Background: an optimization exercise with open tools, aiming at small area and a short achievable clock period. Do not read the settings as production practice. Function was checked by simulation only, so behaviour that the tests miss may differ from the original. Power is estimated from default activity; no workload was simulated.

Design thumb_core, start of the top module:
module thumb_core (
    input  logic   rst,
    input  logic   reset,
    input  thumb_isa_pkg::cmd_t   cmd_i,
    input  logic   cmd_valid_i,
    output core_types_pkg::wb_t    wb_o,
    output core_types_pkg::flags_t flags_o
);
    logic        exec;
    logic [7:0]  sel_a, sel_b;
    logic [2:0]  dest;
    logic        wen, is_mul, is_add, is_shift;
    logic        x_zero, y_reg, y_inv, cin_one, cin_c;
    logic [7:0]  imm;
    logic        sh_imm, sh_lsl, sh_asr, sh_ror;
    logic        lg_and, lg_eor, lg_orr, lg_bic;
    thumb_decoder u_decoder (
        .cmd_i      (cmd_i),
        .exec_o     (exec),
        .sel_a_o    (sel_a),
        .sel_b_o    (sel_b),
        .dest_o     (dest),
        .wen_o      (wen),
        .is_mul_o   (is_mul),
        .is_add_o   (is_add),
        .is_shift_o (is_shift),
        .x_zero_o   (x_zero),
        .y_reg_o    (y_reg),
        .y_inv_o    (y_inv),
        .cin_one_o  (cin_one),
        .cin_c_o    (cin_c),
        .imm_o      (imm),
        .sh_imm_o   (sh_imm),
        .sh_lsl_o   (sh_lsl),
        .sh_asr_o   (sh_asr),
        .sh_ror_o   (sh_ror),
        .lg_and_o   (lg_and),
        .lg_eor_o   (lg_eor),
        .lg_orr_o   (lg_orr),
        .lg_bic_o   (lg_bic)
    );
    localparam int K = 4;    
    localparam int E = 3;    
    logic [K-1:0][31:0] row_q;
    logic [E-1:0]       x_q;
    logic [31:0]        nm_q;     
    logic        wb_valid_q;
    logic        wb_we_q;
    logic [2:0]  wb_dest_q;
    logic        nz_upd_q, c_add_q, c_sh_q, shc_q;
    logic        n_hold_q, z_hold_q, c_hold_q, v_hold_q;
    logic [31:0] res;
    logic        res_carry, res_zero;
    logic        c_flag, v_flag, n_flag, z_flag;
    logic [K-1:0][31:0] row_in;
    always_comb begin
        row_in    = row_q;
        row_in[0] = row_q[0] | nm_q;
  ...
Size in the first run: roughly 420 flip-flops, roughly 61 I/O pins.
make LEC_CHECK=0 CAP_MARGIN=20 CORE_MARGIN=2 CORE_UTILIZATION=65 SETUP_SLACK_MARGIN=5 SLEW_MARGIN=20 finish   # period 13.5 ns
run.sh (not shown) runs the stock make flow with config.mk's settings and CLKGATE_MAP_FILE= SYNTH_SCRIPT=/design/flow/synth_recipe.tcl, a recipe that flattens the netlist after the stock synthesis.
==> next run, changes <==
Settings changed: CORE_UTILIZATION 65 to 50.
=>
- The changed run passed the timing, design-rule and antenna checks
- setup slack gains 0.080 ns
- die area grows by 29%
- final area grows by about 1.4%
- non-clock buffer count went up by 20
- synthesized area does not change

thumb_core, a different RTL version from the one above (not shown whole).
For scale: ~5,100 cells after synthesis, roughly 61 I/O pins, about 0.037 sq mm of cells after synthesis.
==> flow/config.mk <==
export PLATFORM = sky130hd
export DESIGN_NAME = thumb_core
export DESIGN_NICKNAME = thumb_core
export VERILOG_FILES = /design/flow/design.v
export SDC_FILE = /design/flow/constraint.sdc
export NUM_CORES = 4
export LEC_CHECK = 0
export ABC_AREA = 1
export CAP_MARGIN = 20
export CORE_MARGIN = 2
export CORE_UTILIZATION = 40
export SLEW_MARGIN = 20
==> flow/constraint.sdc <==
create_clock -name core_clock -period 13.5 [get_ports {rst}]
set_input_delay 2.7000 -clock core_clock [delete_from_list [all_inputs] [get_ports {rst}]]
set_output_delay 2.7000 -clock core_clock [all_outputs]
set_load 0.01 [all_outputs]
The starting point completed with no timing, DRC or antenna violations.
Edit:
--- a/flow/config.mk
+++ b/flow/config.mk
@@ -6,7 +6,7 @@
 export NUM_CORES = 4
 export LEC_CHECK = 0
-export ABC_AREA = 1
 export CAP_MARGIN = 20
 export CORE_MARGIN = 2
 export CORE_UTILIZATION = 40
+export SETUP_SLACK_MARGIN = 5
 export SLEW_MARGIN = 20
=>
- utilization came out higher by 3.7 points
- fmax rose by about a fifth
- sequential cell count stays the same
- setup slack gains 1.8 ns
- final cell count rose slightly
- non-clock buffer count climbs by 277

thumb_core with an RTL version that a note above also has.
Size: ~61 I/O pins, about 40000 um2 of cells after synthesis.
// thumb_core
module thumb_core (
    input  logic   rst,
    input  logic   reset,
    input  thumb_isa_pkg::cmd_t   cmd_i,
    input  logic   cmd_valid_i,
    output core_types_pkg::wb_t    wb_o,
    output core_types_pkg::flags_t flags_o
);
make LEC_CHECK=0 CAP_MARGIN=20 CORE_MARGIN=2 CORE_UTILIZATION=50 SETUP_SLACK_MARGIN=4 SLEW_MARGIN=20 finish   # period 13.5 ns
Edit:
==> flow/flow/run.sh (new file) <==
#!/bin/bash
set -euo pipefail
MARGIN=6.5
bash standard.sh "SETUP_SLACK_MARGIN=$MARGIN" \
    "BUFFER_PORTS_ARGS=-buffer_cell sky130_fd_sc_hd__buf_4" finish > make_finish.log 2>&1
==> flow/standard.sh (new file) <==
#!/bin/bash
# synth_recipe.tcl (not shown) runs the flow's synth.tcl, then flattens the netlist and writes it again
# the make line also repeats each setting of config.mk as NAME=value (left out here)
make -C /OpenROAD-flow-scripts/flow DESIGN_CONFIG=/design/flow/config.mk WORK_HOME=/design/flow/orfs CLKGATE_MAP_FILE= SYNTH_SCRIPT=/design/flow/synth_recipe.tcl "${@:-finish}"
- SETUP_SLACK_MARGIN: 4 -> unset
removed: flow/run.sh
Effect:
- The changed run passed the timing, design-rule and antenna checks
- setup slack is better by 2.0 ns
- clock power goes down by about 4%
- combinational power increases by 27%
- sequential share of layout area goes down by 3.3 points
- synthesized cell count is unchanged

port drivers added, routing unchanged:
In the flow no input, the clock included, has a driving cell. The finished layouts below were timed again as built, in two steps.
Step 1, drivers: a clkbuf_16 drives rst and a buf_2 each remaining input, both assumed.
Step 2 times the ports against the registers' clock, not the clock port: input delays grow and output delays shrink by t, the midpoint of the rising clock arrivals with the driver on.
a / b / c = no drivers / after step 1 / after step 2; a / b = the first two.
| run | shift t [ns] | slack for setup (ns) | hold WS [ns] |
|---|---|---|---|
| the first run of note 1 | 0.698 | 4.897 / 4.911 / 4.245 | 0.592 / 0.592 / 0.592 |
| the second run of note 1 | 0.698 | 4.977 / 4.904 / 4.356 | 0.590 / 0.590 / 0.590 |
| the first run of note 2 | 0.673 | 2.786 / 2.821 / 2.148 | 0.477 / 0.477 / 0.477 |
| the second run of note 2 | 0.692 | 4.588 / 4.635 / 3.943 | 0.591 / 0.591 / 0.591 |
| the first run of note 3 | 0.693 | 3.985 / 3.914 / 3.466 | 0.590 / 0.590 / 0.590 |
| the second run of note 3 | 0.710 | 5.990 / 5.916 / 5.586 | 0.571 / 0.571 / 0.571 |
After both steps setup and hold are still met in every run listed. For the first run of note 1, which loses most, drivers alone change the setup slack by +0.014 ns; drivers and shift together by -0.652 ns.
